Context: an optimization exercise on an open-source flow, tuned for small area, a short achievable clock period and few clock cycles. The choices shown serve that exercise and are no tape-out recipe. For this run, only the layout was checked, not whether the RTL still works. Power and IR drop assume default switching activity.

<file path="flow/design.v">
package aether_pkg;
  localparam int DATA_W    = 16;
  localparam int WGT_W     = 8;
  localparam int WGT_DEPTH = 36;   
  localparam int BUF_DEPTH = 64;
  localparam int MEM_DEPTH = 256;
  localparam int BANKS     = 8;    
  localparam logic [15:0] VERSN_VALUE = 16'h6C00;
  localparam logic [15:0] HWRID_VALUE = 16'hB2E9;
  localparam logic [3:0] OP_RDR  = 4'd1;
  localparam logic [3:0] OP_WRR  = 4'd2;
  localparam logic [3:0] OP_STRT = 4'd3;
  localparam logic [3:0] OP_CONT = 4'd4;
  localparam logic [3:0] OP_MOVE = 4'd5;
  localparam logic [3:0] OP_CWGT = 4'd6;
  localparam logic [3:0] OP_RDW  = 4'd7;
endpackage
`timescale 1ns/100ps
module aether_engine (
  input  logic        clk_i,
  input  logic        arst_n_i,
  input  logic [3:0]  instruction_i,
  input  logic [3:0]  param_1_i,
  input  logic [15:0] param_2_i,
  output logic [15:0] data_o,
  output logic        interrupt_o
);
  localparam int BANKS = aether_pkg::BANKS;
  logic [3:0]  op_q;
  logic [3:0]  sel_q;
  logic [15:0] arg_q;
  always_ff @(posedge clk_i or negedge arst_n_i)
  begin
    if (!arst_n_i)
      op_q <= '0;
    else
      op_q <= instruction_i;
  end
  always_ff @(posedge clk_i)
  begin
    sel_q <= param_1_i;
    arg_q <= param_2_i;
  end
  logic is_wr, is_cont;
  assign is_wr   = (op_q == aether_pkg::OP_WRR);
  assign is_cont = (op_q == aether_pkg::OP_CONT);
  logic [15:0] mstrt_q, mstrt_d;
  logic [15:0] mendd_q, mendd_d;
  logic [2:0]  bcfg1_q, bcfg1_d;    
  logic [5:0]  wptr_q;
  always_comb
  begin
    mstrt_d = mstrt_q;
    mendd_d = mendd_q;
    bcfg1_d = bcfg1_q;
    if (is_wr)
    begin
      case (sel_q)
        4'd2: mstrt_d = arg_q;
        4'd3: mendd_d = arg_q;
        4'd4: bcfg1_d = (arg_q > 16'd4) ? 3'd4 : arg_q[2:0];
        default: ;
      endcase
    end
  end
  always_ff @(posedge clk_i or negedge arst_n_i)
  begin
    if (!arst_n_i)
    begin
      mstrt_q <= '0;
      mendd_q <= '0;
      bcfg1_q <= 3'd4;
    end
    else
    begin
      mstrt_q <= mstrt_d;
      mendd_q <= mendd_d;
      bcfg1_q <= bcfg1_d;
    end
  end
  always_ff @(posedge clk_i or negedge arst_n_i)
  begin
    if (!arst_n_i)
      wptr_q <= '0;
    else if (op_q == aether_pkg::OP_STRT)
      wptr_q <= '0;
    else if (is_cont)
      wptr_q <= wptr_q + 6'd1;
  end
  logic       busy_q, busy_d;
  logic       load_q, load_d;    
  logic [4:0] chunk_q, chunk_d;
  logic [7:0] last_d;            
  logic [1:0] lend_d;            
  logic       mv_end_q;          
  logic       ld_end_q;          
  logic       do_move;
  logic       do_load;
  logic       end_chunk;
  assign last_d = mendd_d[7:0] - mstrt_d[7:0];
  always_comb
  begin
    case (bcfg1_d)
      3'd1:    lend_d = 2'd0;
      3'd2:    lend_d = 2'd1;
      3'd3:    lend_d = 2'd1;
      default: lend_d = 2'd2;
    endcase
  end
  assign do_move   = busy_q ? !load_q : (op_q == aether_pkg::OP_MOVE);
  assign do_load   = busy_q ? load_q  : (op_q == aether_pkg::OP_CWGT) && (bcfg1_q != 3'd0);
  assign end_chunk = do_load ? ld_end_q : mv_end_q;
  always_comb
  begin
    busy_d  = busy_q;
    load_d  = load_q;
    chunk_d = chunk_q;
    if (do_move || do_load)
    begin
      busy_d  = !end_chunk;
      load_d  = do_load;
      chunk_d = end_chunk ? 5'd0 : chunk_q + 5'd1;
    end
  end
  always_ff @(posedge clk_i or negedge arst_n_i)
  begin
    if (!arst_n_i)
    begin
      busy_q      <= 1'b0;
      load_q      <= 1'b0;
      chunk_q     <= '0;
      mv_end_q    <= 1'b1;
      ld_end_q    <= 1'b0;
      interrupt_o <= 1'b0;
    end
    else
    begin
      busy_q      <= busy_d;
      load_q      <= load_d;
      chunk_q     <= chunk_d;
      mv_end_q    <= (chunk_d == last_d[7:3]);
      ld_end_q    <= (chunk_d[1:0] == lend_d);
      interrupt_o <= busy_d && !(load_d ? (chunk_d[1:0] == lend_d)
                                        : (chunk_d == last_d[7:3]));
    end
  end
  logic [31:0] row_q  [BANKS];   
  logic        tail_q [BANKS];
  for (genvar b = 0; b < BANKS; b++)
  begin : g_row
    logic [2:0] off_d;
    assign off_d = 3'(b) - mstrt_d[2:0];
    always_ff @(posedge clk_i)
    begin
      row_q[b]  <= 32'd1 << 5'(mstrt_d[7:3] + chunk_d + 5'(b < mstrt_d[2:0]));
      tail_q[b] <= (off_d <= last_d[2:0]);
    end
  end
  logic [15:0] bdat [BANKS];    
  logic [15:0] wdat [BANKS];    
  logic [7:0] csel_q;   
  always_ff @(posedge clk_i)
  begin
    csel_q <= 8'd1 << chunk_d[2:0];
  end
  for (genvar b = 0; b < BANKS; b++)
  begin : g_buf
    logic [15:0] mem_q [8];
    always_ff @(posedge clk_i)
    begin
      if (is_cont && (wptr_q[2:0] == 3'(b)))
        mem_q[wptr_q[5:3]] <= arg_q;
    end
    always_comb
    begin
      bdat[b] = '0;
      for (int r = 0; r < 8; r++)
        bdat[b] |= mem_q[r] & {16{csel_q[r]}};
    end
  end
  logic [2:0]  s;
  logic [15:0] wrot1 [BANKS];
  logic [15:0] wrot2 [BANKS];
  assign s = mstrt_q[2:0];
  for (genvar b = 0; b < BANKS; b++)
  begin : g_wdat
    assign wrot1[b] = s[0] ? bdat[(b + 7) % 8]  : bdat[b];
    assign wrot2[b] = s[1] ? wrot1[(b + 6) % 8] : wrot1[b];
    assign wdat[b]  = s[2] ? wrot2[(b + 4) % 8] : wrot2[b];
  end
  logic [15:0] rdat [BANKS];    
  logic [15:0] ldat [BANKS];    
  for (genvar b = 0; b < BANKS; b++)
  begin : g_bank
    logic [15:0] mem_q [32];
    logic        we;
    assign we = do_move && (!mv_end_q || tail_q[b]);
    for (genvar r = 0; r < 32; r++)
    begin : g_word
      always_ff @(posedge clk_i)
      begin
        if (we && row_q[b][r])
          mem_q[r] <= wdat[b];
      end
    end
    always_comb
    begin
      rdat[b] = '0;
      for (int r = 0; r < 32; r++)
        rdat[b] |= mem_q[r] & {16{row_q[b][r]}};
    end
  end
  logic [15:0] lrot1 [BANKS];
  logic [15:0] lrot2 [BANKS];
  for (genvar b = 0; b < BANKS; b++)
  begin : g_ldat
    assign lrot1[b] = s[0] ? rdat[(b + 1) % 8]  : rdat[b];
    assign lrot2[b] = s[1] ? lrot1[(b + 2) % 8] : lrot1[b];
    assign ldat[b]  = s[2] ? lrot2[(b + 4) % 8] : lrot2[b];
  end
  logic [7:0] wgt_q [aether_pkg::WGT_DEPTH];
  logic [3:0] vld_q;
  logic [5:0] total;
  assign total = 6'(bcfg1_q) * 6'd9;
  always_ff @(posedge clk_i or negedge arst_n_i)
  begin
    if (!arst_n_i)
      vld_q <= '0;
    else if (do_load)
      for (int g = 0; g < 4; g++)
        if (3'(g) < bcfg1_q)
          vld_q[g] <= 1'b1;
  end
  for (genvar i = 0; i < aether_pkg::WGT_DEPTH; i++)
  begin : g_wgt
    logic we;
    assign we = do_load && (chunk_q[1:0] == 2'(i / 16)) && (6'(i) < total);
    always_ff @(posedge clk_i)
    begin
      if (we)
        wgt_q[i] <= (i % 2 == 0) ? ldat[(i / 2) % 8][7:0] : ldat[(i / 2) % 8][15:8];
    end
  end
  logic [15:0] reg_rdata;
  logic [7:0]  wgt_rdata;
  always_comb
  begin
    case (sel_q)
      4'd0:    reg_rdata = aether_pkg::VERSN_VALUE;
      4'd1:    reg_rdata = aether_pkg::HWRID_VALUE;
      4'd2:    reg_rdata = mstrt_q;
      4'd3:    reg_rdata = mendd_q;
      4'd4:    reg_rdata = 16'(bcfg1_q);
      4'd5:    reg_rdata = 16'({load_q & busy_q, !load_q & busy_q});
      default: reg_rdata = '0;
    endcase
  end
  logic [5:0] widx;
  logic       wvld;
  assign widx = arg_q[5:0];
  assign wvld = (widx < 6'd9)  ? vld_q[0] :
                (widx < 6'd18) ? vld_q[1] :
                (widx < 6'd27) ? vld_q[2] :
                (widx < 6'd36) ? vld_q[3] : 1'b0;
  assign wgt_rdata = wvld ? wgt_q[widx] : 8'd0;
  always_ff @(posedge clk_i or negedge arst_n_i)
  begin
    if (!arst_n_i)
      data_o <= '0;
    else if (op_q == aether_pkg::OP_RDR)
      data_o <= reg_rdata;
    else if (op_q == aether_pkg::OP_RDW)
      data_o <= {{8{wgt_rdata[7]}}, wgt_rdata};
  end
endmodule
</file>
<file path="flow/run.sh">
#!/bin/bash
# synth_recipe.tcl (not shown) runs the flow's synth.tcl, then flattens the netlist and writes it again
# the make line also repeats each setting of config.mk as NAME=value (left out here)
make -C /OpenROAD-flow-scripts/flow DESIGN_CONFIG=/design/flow/config.mk WORK_HOME=/design/flow/orfs CLKGATE_MAP_FILE= SYNTH_SCRIPT=/design/flow/synth_recipe.tcl finish
</file>
<file path="flow/config.mk">
export PLATFORM = sky130hd
export DESIGN_NAME = aether_engine
export DESIGN_NICKNAME = aether_engine
export VERILOG_FILES = /design/flow/design.v
export SDC_FILE = /design/flow/constraint.sdc
export NUM_CORES = 4
export LEC_CHECK = 0
export CAP_MARGIN = 20
export CORE_MARGIN = 2
export CORE_UTILIZATION = 55
export SETUP_SLACK_MARGIN = 4.0
export SLEW_MARGIN = 20
</file>
<file path="flow/constraint.sdc">
create_clock -name core_clock -period 8.0 [get_ports {clk_i}]
set_input_delay 1.6000 -clock core_clock [delete_from_list [all_inputs] [get_ports {clk_i}]]
set_output_delay 1.6000 -clock core_clock [all_outputs]
set_load 0.01 [all_outputs]
</file>
==> run summary <==
area by class of cell:
class | count | area (µm²) | share of cell area
timing repair buffer | 882 | 7919 | 0.03178
clock buffer | 741 | 15570 | 0.06248
antenna | 90 | 225.2 | 0.0009038
tap | 5220 | 6531 | 0.02621
clock inverter | 307 | 2771 | 0.01112
sequential | 5775 | 170200 | 0.6832
inverter | 43 | 186.4 | 0.0007482
multi-input combinational | 5742 | 45750 | 0.1836
registers in the layout (all words and copies together) (netlist names), 8 cells and up:
| signal | count |
|---|---|
| row_q | 256 |
| g_buf.mem_q | 1024 |
| csel_q | 8 |
| tail_q | 8 |
| data_o | 16 |
| mstrt_q | 16 |
| g_bank.mem_q | 4096 |
| arg_q | 16 |
| mendd_q | 16 |
| wgt_q | 288 |
layer usage:
layer / GRT usage / part of all wire / up-vias
met2: 0.5837 / 0.43 / 11750
met4: 0.2090 / 0.068 / 44
li1: - / - / 52880
met3: 0.1166 / 0.15 / 2141
met5: 0 / 0.0010 / -
met1: 0.5434 / 0.35 / 71030
metrics by stage:
| step | util | hold slack, ns | cell area, µm² |
|---|---|---|---|
| 2_1_floorplan | - | 0.4324 | 215800 |
| 3_3_place_gp | 0.5768 | 0.4443 | 225900 |
| 3_5_place_dp | 0.5771 | 0.4594 | 226000 |
| 4_1_cts | 0.6283 | 0.4457 | 246100 |
| 5_1_grt | 0.6357 | 0.4777 | 249000 |
| 6_report | 0.6362 | 0.4731 | 249200 |
cells in the final DEF (no fill, tap or decap), types with 34 or more instances in the layout:
cell / netlist / routed
edfxtp_1: 5408 / 5408
nor2_1: 440 / 390
nand2_1: 114 / 112
a22oi_1: 2564 / 2563
a21oi_4: 2 / 60
ha_1: 56 / 44
nand3_1: 164 / 163
clkinv_2: 0 / 95
and4_1: 70 / 70
nor2_2: 0 / 43
buf_12: 0 / 82
clkdlybuf4s50_1: 0 / 41
nand2b_1: 46 / 43
mux2i_1: 413 / 393
nor4_2: 0 / 84
nand4_1: 613 / 613
mux4_2: 136 / 110
inv_1: 40 / 37
clkbuf_1: 799 / 135
dfxtp_1: 292 / 248
bufinv_16: 0 / 35
and2_1: 299 / 270
o32ai_1: 98 / 92
clkinv_1: 1 / 109
dfrtp_1: 73 / 64
buf_4: 1 / 733
clkbuf_16: 0 / 597
nor3_1: 36 / 34
a21oi_1: 196 / 119
diode_2: 0 / 90
power breakdown:
part | switching [mW] | leakage [nW] | internal, mW
clock | 11.7 | 8.98 | 15.0
combinational | 26.9 | 17.5 | 8.03
sequential | 0.706 | 52.2 | 40.2
total | 39.2 | 78.6 | 63.2
repair_timing:
item / 4_1_cts / 5_1_grt
resized for setup: 192 / 146
setup endpoints to repair: 2385 / 2420
cloned: 10 / 26
pin swaps: 10 / 28
setup buffers: 49 / 101
final timing paths:
check | start | end | slack [ns] | cells after the start
min in group asynchronous | arst_n_i | wptr_q[0] | 0.50 | 1
min | mstrt_q[8] | mstrt_q[8] | 0.47 | 2
min reg2reg | mstrt_q[8] | mstrt_q[8] | 0.47 | 2
max reg2reg | csel_q[3] | g_bank[2].mem_q[16][3] | 3.70 | 7
max in group asynchronous | arst_n_i | mstrt_q[2] | 6.19 | 2
max | csel_q[3] | g_bank[2].mem_q[16][3] | 3.70 | 7
cells by family after synthesis:
kind of cell,after synthesis
DFF,5775
xor gates and xnor gates,26
AOI/OAI and AO/OA,3008
muxes,567
adders and majority gates,58
and+or+nand+nor,2047
buffers and inverters,937
critical path, delay by kind of cell (launching register included):
kind | cells | cell delay [ns]
AOI/OAI and AO/OA | 2 | 0.65
buffers and inverters | 2 | 0.90
DFF | 1 | 0.82
muxes | 1 | 0.87
and+or+nand+nor | 2 | 0.58
==> run summary <==
latest clock arrival within the worst-skew pair=about 1.1 ns; FF+latch count, synth=slightly below 6000; Mapped Cells=roughly 12000; RSZ-0062 raised after global routing=yes; Fillers=roughly 27000; Clk pin slew, worst setup/hold paths=roughly 0.060 ns; Die Area=between 300000 and 400000 µm²; cell mode on critical path=buf_4; post-synthesis average cell area=approximately 17 µm²; outcome=finished clean; I/O pin count=43; Final Instance Count excl. Fillers=18800; core area=between 300000 and 400000 µm²; Max Slew Vio Count=0; CP endpoint kind=flip-flop; LEAKAGE=between 70 and 80 nW; Placed Cells=around 17000; Netlist Area Pre-Place=~220000 µm²; share of cells above drive strength 1=0.1676; dpl hpwl=approximately 470000 µm; routed vias/inst=between 7 and 8; routed length per instance=44.52 µm; first-pass GRT wire length=about 1100000 µm; pwr dens=~410 nW/µm²; vias in the first global route=~130k; dpl ws=2.060 ns; Startpoint Class=flip-flop; slowest CP cell=mux4_2; worst vdd ir=about 0.38 mV; gr usage total=0.3981; shortest period the worst path allows=approximately 4.3 ns; Netlist cell types=85; mux contribution to synthesized area=0.03429; hold crit path type=flip-flop to flip-flop; largest net degree at the start of global routing=about 130; kind of critical path=flip-flop to flip-flop; TNS Setup=0 ns; top cell type's share of synthesized area=0.7525; Critical Path AT=5.06 ns; worst-path fanout max=between 40 and 50; Remaining DRCs=0; routed wire length=approximately 840000 µm; Seq/Total Area, Yosys=0.7882; Initial DRC Count=24140; Fin. Hold Viols=0; GP Congestion=approximately 0.95; Area Overhead vs Synth=15.46%; initial antenna violation count=between 70 and 80; CTS tree=done; setup slack after layout=around 3.7 ns; final worst-path cycle share=0.5370; compound-cell area share of the yosys netlist=0.1031; Starting Density=0.5510; Synth Area in XOR/XNOR=0.001449; fmax=~230 MHz; Die H=~630 µm; antenna viol nets, final=0; top cells by count, synth=5408 x edfxtp_1, 2564 x a22oi_1, 799 x clkbuf_1; critical path, cell by cell=buf_4, buf_4, a22oi_1, nand4_1, nor2_1, a21oi_4, mux4_2; synth top area cells=edfxtp_1 75%, a22oi_1 8.9%, dfxtp_1 2.7%, mux2i_1 1.9%, nand4_1 1.8%; Synth Area in Simple Gates=0.05303; clk buf depth=4; CP peak stage delay=just under 0.9 ns; post-layout net count=13110; PortBufs=between 40 and 50; Post-Synth Adder-Cell Area=0.003432; Syn. warnings=20; combinational family with the most area after synthesis=compound AO/OA/AOI/OAI gates; FP Rows=230; Worst-Margin Slew=around 1.4 ns; first-pass iteration count of the detailed router=6; CP required=between 8 and 9 ns; Setup violations, final=0; H-tree levels=6; CTS Buf Count=roughly 580; Max-Cap Viols=0; FFs w/ async S/R, synth=0.01299; GRT overflow=0; Main synth FF type=edfxtp_1; CTS sink cnt=~5800; largest area contributor in the netlist=edfxtp_1; Root Driver=clkbuf_16; syn nets=roughly 13000; total power=between 100 and 150 mW; Hold-fix buffers, CTS=0; routed via count=between 100k and 150k; most frequent cell after synthesis=edfxtp_1; Die Width=630.4 µm; number of enable flip-flop cells after synthesis=roughly 5400; Worst Skew=around 0.063 ns; slew margin rel.=0.08890

## what the ideal ports hide
The results above use ideal ports. As a check the final layout listed here was re-extracted and re-timed, cells and wires unchanged.
Step 1, drivers: a clkbuf_16 drives clk_i and a buf_2 each remaining input, both assumed.
Step 2 times the ports against the registers' clock, not the clock port: input delays grow and output delays shrink by t, the midpoint of the rising clock arrivals with the driver on.
Three values: ideal ports, drivers, drivers and shift; two values: the first two.
t (ns): 1.196
slack for setup (ns): 3.704 / 3.704 / 3.704
clock arrival spread, ns: 0.063 / 0.063
slew at the worst register clock pin (ns): 0.07 / 0.07
After both steps this run still meets setup and hold. For this run, drivers alone change the setup slack by 0.000 ns; drivers and shift together by 0.000 ns.
